Context: an optimization exercise on an open-source flow, tuned for small area and a short achievable clock period. The choices shown serve that exercise and are no tape-out recipe. No activity file was given, so power comes from the tool's default toggle rates.

Setup of run 1:
==> flow/design.v <==
module lif_add #(
    parameter int W = 16
) (
    input  logic [W-1:0] a,
    input  logic [W-1:0] b,
    input  logic         cin,
    output logic [W-1:0] s
);
    logic [W-1:0] p0;
    logic [W-1:0] g [0:$clog2(W)];
    logic [W-1:0] p [0:$clog2(W)];
    always_comb begin
        p0   = a ^ b;
        g[0] = a & b;
        p[0] = p0;
        g[0][0] = (a[0] & b[0]) | (p0[0] & cin);
        for (int l = 0; l < $clog2(W); l++) begin
            for (int i = 0; i < W; i++) begin
                if (i >= (1 << l)) begin
                    g[l+1][i] = g[l][i] | (p[l][i] & g[l][i-(1<<l)]);
                    p[l+1][i] = p[l][i] & p[l][i-(1<<l)];
                end else begin
                    g[l+1][i] = g[l][i];
                    p[l+1][i] = p[l][i];
                end
            end
        end
        s[0] = p0[0] ^ cin;
        for (int i = 1; i < W; i++)
            s[i] = p0[i] ^ g[$clog2(W)][i-1];
    end
endmodule
module lif_sat17 (
    input  logic [16:0] x,
    output logic [15:0] y
);
    assign y = (x[16:15] == 2'b01) ? 16'h7fff : (x[16:15] == 2'b10) ? 16'h8000 : x[15:0];
endmodule
module lif_leak (
    input  logic [15:0] v,
    output logic [15:0] l
);
    logic [27:0] t1, t2, t3, cs_s, cs_c, m;
    logic [27:0] ve;
    always_comb begin
        ve = {{12{v[15]}}, v};
        t1 = (ve << 12);
        t2 = ~(ve << 7);
        t3 = ~(ve << 5);
        cs_s = t1 ^ t2 ^ t3;
        cs_c = (((t1 & t2) | (t1 & t3) | (t2 & t3)) << 1) | 28'd1;
    end
    logic [27:0] t4, cs2_s, cs2_c;
    always_comb begin
        t4 = ~(ve << 2);
        cs2_s = cs_s ^ cs_c ^ t4;
        cs2_c = (((cs_s & cs_c) | (cs_s & t4) | (cs_c & t4)) << 1) | 28'd1;
    end
    lif_add #(.W(28)) u_add (.a(cs2_s), .b(cs2_c), .cin(1'b1), .s(m));
    assign l = m[27:12];
endmodule
module lif_update_core (
    input  logic signed [15:0] lh,
    input  logic               lbig,     
    input  logic               rz,       
    input  logic [16:0]        s,        
    input  logic signed [15:0] h,
    input  logic signed [15:0] pd,
    input  logic               hit,
    output logic               fire,
    output logic [16:0]        s_v,      
    output logic signed [15:0] h_add     
);
    logic [16:0] s_hp;
    lif_add #(.W(17)) u_hp (.a({h[15], h}), .b({pd[15], pd}), .cin(1'b0), .s(s_hp));
    logic ovp, ovn;
    assign ovp = (s_hp[16:15] == 2'b01);
    assign ovn = (s_hp[16:15] == 2'b10);
    lif_sat17 u_sat_hp (.x(s_hp), .y(h_add));
    logic [17:0] s3;
    lif_add #(.W(18)) u_s3 (.a({s[16], s}), .b({{2{pd[15]}}, pd}), .cin(1'b0), .s(s3));
    logic [16:0] s_sp, s_sn;
    lif_add #(.W(17)) u_sp (.a({1'b0, ~lh[15], lh[14:0]}), .b(17'h1ffff), .cin(1'b0), .s(s_sp));
    assign s_sn = {1'b1, ~lh[15], lh[14:0]};
    logic fire_h, fire_p;
    assign fire_h = !s[16] && (s[15:12] != 4'd0);
    assign fire_p = ovp ? lbig : ovn ? 1'b0 : (!s3[17] && (s3[16:12] != 5'd0));
    assign fire   = rz && (hit ? fire_p : fire_h);
    assign s_v = !hit ? s : ovp ? s_sp : ovn ? s_sn : s3[16:0];
endmodule
module lif_tdm_scheduler #(
    parameter int N_NEURONS = 32,
    parameter int IDX_W     = $clog2(N_NEURONS)
) (
    input  logic                clk,
    input  logic                rst_n,
    input  logic                tick_in,
    input  logic                i_wr_en,
    input  logic [IDX_W-1:0]    i_wr_idx,
    input  logic signed [15:0]  i_wr_data,
    output logic                busy,
    output logic                done,
    output logic                tick_overrun,
    output logic                spk_valid,
    output logic [IDX_W-1:0]    spk_idx,
    input  logic                spk_ready
);
    localparam int N = N_NEURONS;
    localparam logic [IDX_W-1:0] LAST_IDX = N - 1;
    logic [IDX_W-1:0]   idx;           
    logic               swept;         
    logic signed [15:0] lh;
    logic               rz, r1, lbig;
    logic signed [15:0] l1;
    logic               rz1, r11;
    logic [16:0]        s;
    logic signed [15:0] h;
    logic               pv;            
    logic [IDX_W-1:0]   pidx;
    logic [N-1:0]       psel;          
    logic signed [15:0] pd;
    logic               phit, phit1, phit2;   
    logic               pfwd;          
    logic signed [15:0] h1;            
    logic               h1w;           
    logic signed [15:0] h1_eff, h1_add;
    logic [16:0]        s_h1;
    logic               wv;            
    logic [IDX_W-1:0]   widx;
    logic signed [15:0] wd;
    logic               cq;            
    logic [16:0]        ring_wb;
    logic [1:0]         ring_wc;       
    logic [15:0]        ring   [N-2];
    logic signed [15:0] acc    [N];
    logic [N-1:0]       acc_ok, acc_ok_n;
    logic               fire, stall, commit, last;
    logic [16:0]        s_v;
    logic signed [15:0] h_add;
    assign last = (idx == LAST_IDX);
    lif_update_core u_core (
        .lh    (lh),
        .lbig  (lbig),
        .rz    (rz),
        .s     (s),
        .h     (h),
        .pd    (pd),
        .hit   (phit),
        .fire  (fire),
        .s_v   (s_v),
        .h_add (h_add)
    );
    assign stall  = fire && spk_valid && !spk_ready;
    assign commit = busy && !stall;
    always_ff @(posedge clk or negedge rst_n) begin
        if (!rst_n) begin
            busy         <= 1'b0;
            done         <= 1'b0;
            tick_overrun <= 1'b0;
            spk_valid    <= 1'b0;
            spk_idx      <= '0;
            idx          <= '0;
            swept        <= 1'b0;
            cq           <= 1'b0;
        end else begin
            done <= 1'b0;
            cq   <= commit;
            if (tick_in && (busy || done))
                tick_overrun <= 1'b1;
            if (spk_valid && spk_ready)
                spk_valid <= 1'b0;
            if (!busy && !done && tick_in)
                busy <= 1'b1;
            if (commit) begin
                idx <= idx + 1'b1;
                if (fire) begin
                    spk_valid <= 1'b1;
                    spk_idx   <= idx;
                end
                if (last) begin
                    busy  <= 1'b0;
                    done  <= 1'b1;
                    swept <= 1'b1;
                end
            end
        end
    end
    logic [IDX_W-1:0]   idx1, idx2, idx3;
    logic signed [15:0] a_p, a_2, a_pf, a_2f, acc_add;
    logic [16:0]        s_ap;
    assign idx1 = idx + 1'b1;
    assign idx2 = idx + 2'd2;
    assign idx3 = idx + 2'd3;
    always_comb begin
        a_p = '0;
        for (int k = 0; k < N; k++)
            a_p = a_p | (psel[k] ? acc[k] : 16'sd0);
    end
    always_comb begin
        a_2 = '0;
        for (int k = 0; k < N; k++)
            a_2 = a_2 | ((idx2 == k && acc_ok[k]) ? acc[k] : 16'sd0);
    end
    assign a_pf = a_p | (pfwd ? wd : 16'sd0);    
    assign a_2f = (wv && widx == idx2) ? wd : a_2;
    assign h1_eff = h1w ? wd : h1;
    lif_add #(.W(17)) u_h1 (.a({h1_eff[15], h1_eff}), .b({pd[15], pd}), .cin(1'b0), .s(s_h1));
    lif_sat17 u_sat_h1 (.x(s_h1), .y(h1_add));
    lif_add #(.W(17)) u_ap (.a({a_pf[15], a_pf}), .b({pd[15], pd}), .cin(1'b0), .s(s_ap));
    lif_sat17 u_sat_ap (.x(s_ap), .y(acc_add));
    logic [15:0]        nx;
    logic               nx_ok, nx_code, nx_r1;
    logic signed [15:0] lh_n, h_n;
    logic [16:0]        s_n;
    logic               e0, e1, e2, e3, fwd_n;
    assign nx_ok   = swept || (idx >= LAST_IDX - 1'b1);
    assign nx      = cq ? ring[1] : ring[0];
    assign nx_code = nx_ok && (nx == 16'd31455 || nx == 16'd31454);
    assign nx_r1   = nx_ok && (nx == 16'd31455);
    assign lh_n    = l1;
    assign h_n     = phit1 ? h1_add : h1_eff;
    logic [16:0] sa, sp1;
    logic [17:0] sb_s, sb_c, sb;
    logic        ovp1, ovn1;
    lif_add #(.W(17)) u_sa (.a({lh_n[15], lh_n}), .b({h1_eff[15], h1_eff}), .cin(1'b0), .s(sa));
    assign sb_s = {{2{lh_n[15]}}, lh_n} ^ {{2{h1_eff[15]}}, h1_eff} ^ {{2{pd[15]}}, pd};
    assign sb_c = (({{2{lh_n[15]}}, lh_n} & {{2{h1_eff[15]}}, h1_eff}) |
                   ({{2{lh_n[15]}}, lh_n} & {{2{pd[15]}}, pd}) |
                   ({{2{h1_eff[15]}}, h1_eff} & {{2{pd[15]}}, pd})) << 1;
    lif_add #(.W(18)) u_sb (.a(sb_s), .b(sb_c), .cin(1'b0), .s(sb));
    lif_add #(.W(17)) u_sp1 (.a({1'b0, ~lh_n[15], lh_n[14:0]}), .b(17'h1ffff), .cin(1'b0), .s(sp1));
    assign ovp1 = (s_h1[16:15] == 2'b01);
    assign ovn1 = (s_h1[16:15] == 2'b10);
    assign s_n  = !phit1 ? sa : ovp1 ? sp1 : ovn1 ? {1'b1, ~lh_n[15], lh_n[14:0]} : sb[16:0];
    assign e0 = i_wr_en && (i_wr_idx == idx);
    assign e1 = i_wr_en && (i_wr_idx == idx1);
    assign e2 = i_wr_en && (i_wr_idx == idx2);
    assign e3 = i_wr_en && (i_wr_idx == idx3);
    assign fwd_n = pv && !phit && (i_wr_idx == pidx);
    logic [N-1:0] wsel_n;
    always_comb begin
        for (int k = 0; k < N; k++)
            wsel_n[k] = pv && !phit && (pidx == k);
    end
    always_ff @(posedge clk or negedge rst_n) begin
        if (!rst_n) begin
            lh    <= '0;
            rz    <= 1'b1;
            lbig  <= 1'b1;
            s     <= '0;
            r1    <= 1'b0;
            l1    <= '0;
            rz1   <= 1'b1;
            r11   <= 1'b0;
            h     <= '0;
            pv    <= 1'b0;
            phit  <= 1'b0;
            phit1 <= 1'b0;
            wv    <= 1'b0;
            pfwd  <= 1'b0;
            h1    <= '0;
            h1w   <= 1'b0;
            phit2 <= 1'b0;
        end else begin
            pfwd  <= i_wr_en && fwd_n;
            phit2 <= commit ? e3 : e2;
            h1w   <= commit ? phit2 : phit1;
            h1    <= commit ? a_2f : h1_eff;
            pv    <= i_wr_en;
            phit  <= commit ? e1 : e0;
            phit1 <= commit ? e2 : e1;
            wv    <= pv && !phit;
            if (commit) begin
                lh   <= lh_n;
                lbig <= (lh_n >= -16'sd28671);
                rz   <= rz1;
                r1   <= r11;
                l1   <= (nx_ok && !nx_code) ? nx : 16'sd0;
                rz1  <= !nx_code;
                r11  <= nx_r1;
                h    <= h_n;
                s    <= s_n;
            end else if (phit) begin
                h    <= h_add;
                s    <= s_v;
            end
        end
    end
    always_ff @(posedge clk) begin
        pidx <= i_wr_idx;
        pd   <= i_wr_data;
        for (int k = 0; k < N; k++)
            psel[k] <= (i_wr_idx == k) && !wsel_n[k] && acc_ok_n[k];
        widx <= pidx;
        wd   <= acc_add;
    end
    logic [15:0] ring_v, ring_l;
    assign ring_v = (ring_wc == 2'd1) ? 16'h7fff :
                    (ring_wc == 2'd2) ? 16'h0000 :
                    (ring_wc == 2'd3) ? 16'h7ffe :
                    (ring_wb[16:15] == 2'b10) ? 16'h8000 : ring_wb[15:0];
    lif_leak u_leak (.v(ring[N-3]), .l(ring_l));
    always_ff @(posedge clk) begin
        ring_wb <= s_v;
        ring_wc <= !rz ? (r1 ? 2'd2 : 2'd1) : fire ? 2'd3 : 2'd0;
        if (cq) begin
            for (int k = 0; k < N - 4; k++)
                ring[k] <= ring[k+1];
            ring[N-4] <= ring_l;
            ring[N-3] <= ring_v;
        end
    end
    always_ff @(posedge clk) begin
        for (int k = 0; k < N; k++)
            if (wv && widx == k)
                acc[k] <= wd;
    end
    always_comb begin
        for (int k = 0; k < N; k++)
            acc_ok_n[k] = (idx != k) && ((wv && widx == k) || acc_ok[k]);
    end
    always_ff @(posedge clk or negedge rst_n) begin
        if (!rst_n)
            acc_ok <= '0;
        else
            acc_ok <= acc_ok_n;
    end
endmodule
export LEC_CHECK = 0
export CAP_MARGIN = 20
export CORE_MARGIN = 2
export CORE_UTILIZATION = 40
export PLACE_DENSITY = 0.5
export SLEW_MARGIN = 20
create_clock -name core_clock -period 13.0 [get_ports {clk}]
standard.sh (not shown) runs the stock make flow with config.mk's settings and CLKGATE_MAP_FILE= SYNTH_SCRIPT=/design/flow/synth_recipe.tcl, a recipe that flattens the netlist after the stock synthesis.
==> flow/flow/run.sh <==
#!/bin/bash
# Standard synthesis, then the standard layout with a tighter setup-repair target (the
# constraints and clock period are unchanged) and a clock tree without dummy loads.
set -euo pipefail
bash standard.sh synth > synth.log 2>&1
bash standard.sh \
  SETUP_SLACK_MARGIN=8.9 \
  CTS_ARGS="-sink_clustering_enable -repair_clock_nets -dont_use_dummy_load -sink_clustering_size 30 -buf_list {sky130_fd_sc_hd__clkbuf_4 sky130_fd_sc_hd__clkbuf_8}" \
  finish > layout.log 2>&1
Changes in run 2 relative to run 1:
-- flow/design.v --
<<< run 1, line 109
    localparam logic [IDX_W-1:0] LAST_IDX = N - 1;
    logic [IDX_W-1:0]   idx;           
    logic               swept;         
    logic signed [15:0] lh;
>>> run 2, line 109
    localparam logic [IDX_W-1:0] LAST_IDX = N - 1;
    logic [IDX_W-1:0]   idx;           
    logic [IDX_W-1:0]   idx2;          
    logic               swept;         
    logic signed [15:0] lh;
<<< run 1, line 161
            spk_idx      <= '0;
            idx          <= '0;
            swept        <= 1'b0;
            cq           <= 1'b0;
>>> run 2, line 162
            spk_idx      <= '0;
            idx          <= '0;
            idx2         <= 5'd2;
            swept        <= 1'b0;
            cq           <= 1'b0;
<<< run 1, line 173
                busy <= 1'b1;
            if (commit) begin
                idx <= idx + 1'b1;
                if (fire) begin
                    spk_valid <= 1'b1;
>>> run 2, line 175
                busy <= 1'b1;
            if (commit) begin
                idx  <= idx + 1'b1;
                idx2 <= idx2 + 1'b1;
                if (fire) begin
                    spk_valid <= 1'b1;
<<< run 1, line 186
        end
    end
    logic [IDX_W-1:0]   idx1, idx2, idx3;
    logic signed [15:0] a_p, a_2, a_pf, a_2f, acc_add;
    logic [16:0]        s_ap;
    assign idx1 = idx + 1'b1;
    assign idx2 = idx + 2'd2;
    assign idx3 = idx + 2'd3;
    always_comb begin
>>> run 2, line 189
        end
    end
    logic [IDX_W-1:0]   idx1, idx3;
    logic signed [15:0] a_p, a_2, a_pf, a_2f, acc_add;
    logic [16:0]        s_ap;
    assign idx1 = idx + 1'b1;
    assign idx3 = idx + 2'd3;
    always_comb begin
<<< run 1, line 238
    assign e3 = i_wr_en && (i_wr_idx == idx3);
    assign fwd_n = pv && !phit && (i_wr_idx == pidx);
    logic [N-1:0] wsel_n;
    always_comb begin
        for (int k = 0; k < N; k++)
            wsel_n[k] = pv && !phit && (pidx == k);
    end
    always_ff @(posedge clk or negedge rst_n) begin
        if (!rst_n) begin
>>> run 2, line 240
    assign e3 = i_wr_en && (i_wr_idx == idx3);
    assign fwd_n = pv && !phit && (i_wr_idx == pidx);
    always_ff @(posedge clk or negedge rst_n) begin
        if (!rst_n) begin
<<< run 1, line 291
        pd   <= i_wr_data;
        for (int k = 0; k < N; k++)
            psel[k] <= (i_wr_idx == k) && !wsel_n[k] && acc_ok_n[k];
        widx <= pidx;
        wd   <= acc_add;
>>> run 2, line 288
        pd   <= i_wr_data;
        for (int k = 0; k < N; k++)
            psel[k] <= (i_wr_idx == k) && !fwd_n && acc_ok_n[k];
        widx <= pidx;
        wd   <= acc_add;
==> summary.txt <==
The flow did not stop early for run 2: all stages ran, and the layout cleared the timing, design-rule and antenna checks. Fmax: run 2 above run 1. Run 2 ends up with a part of the power in the clock network that is 0.2 points higher than in run 1. Run 2 improves on run 1 in worst setup slack. Fraction of power consumed by sequential logic came out higher on run 2 than on run 1. Compared with run 1, in run 2 fraction of area in registers now sits higher; sum of internal, switching and leakage power saw a decrease; number of cells upsized or downsized after cts went down 29%.
No run of this note included a check of the RTL's function; only the layout flow was run.

==> static timing again, ports no longer ideal <==
Ports are ideal in the flow. The routed layouts listed here were re-timed in OpenROAD.
Step 1 sets driving cells, clkbuf_16 on the clock port and buf_2 on the other inputs (assumed; they add their load-dependent delay and slew).
Step 2 times the ports against the registers' clock, not the clock port: input delays grow and output delays shrink by t, the midpoint of the rising clock arrivals with the driver on.
Three values: no drivers, after step 1, after step 2; two values: the first two.
| run | shift t [ns] | slack for setup (ns) | latest minus earliest clock arrival (ns) |
|---|---|---|---|
| run 1 | 0.965 | 8.841 / 8.841 / 8.257 | 0.103 / 0.103 |
| run 2 | 0.965 | 8.888 / 8.928 / 7.963 | 0.123 / 0.123 |
After both steps setup and hold are still met in every run listed. The setup slack of run 2, which loses most, moves by +0.040 ns with the drivers and by -0.925 ns with both steps.
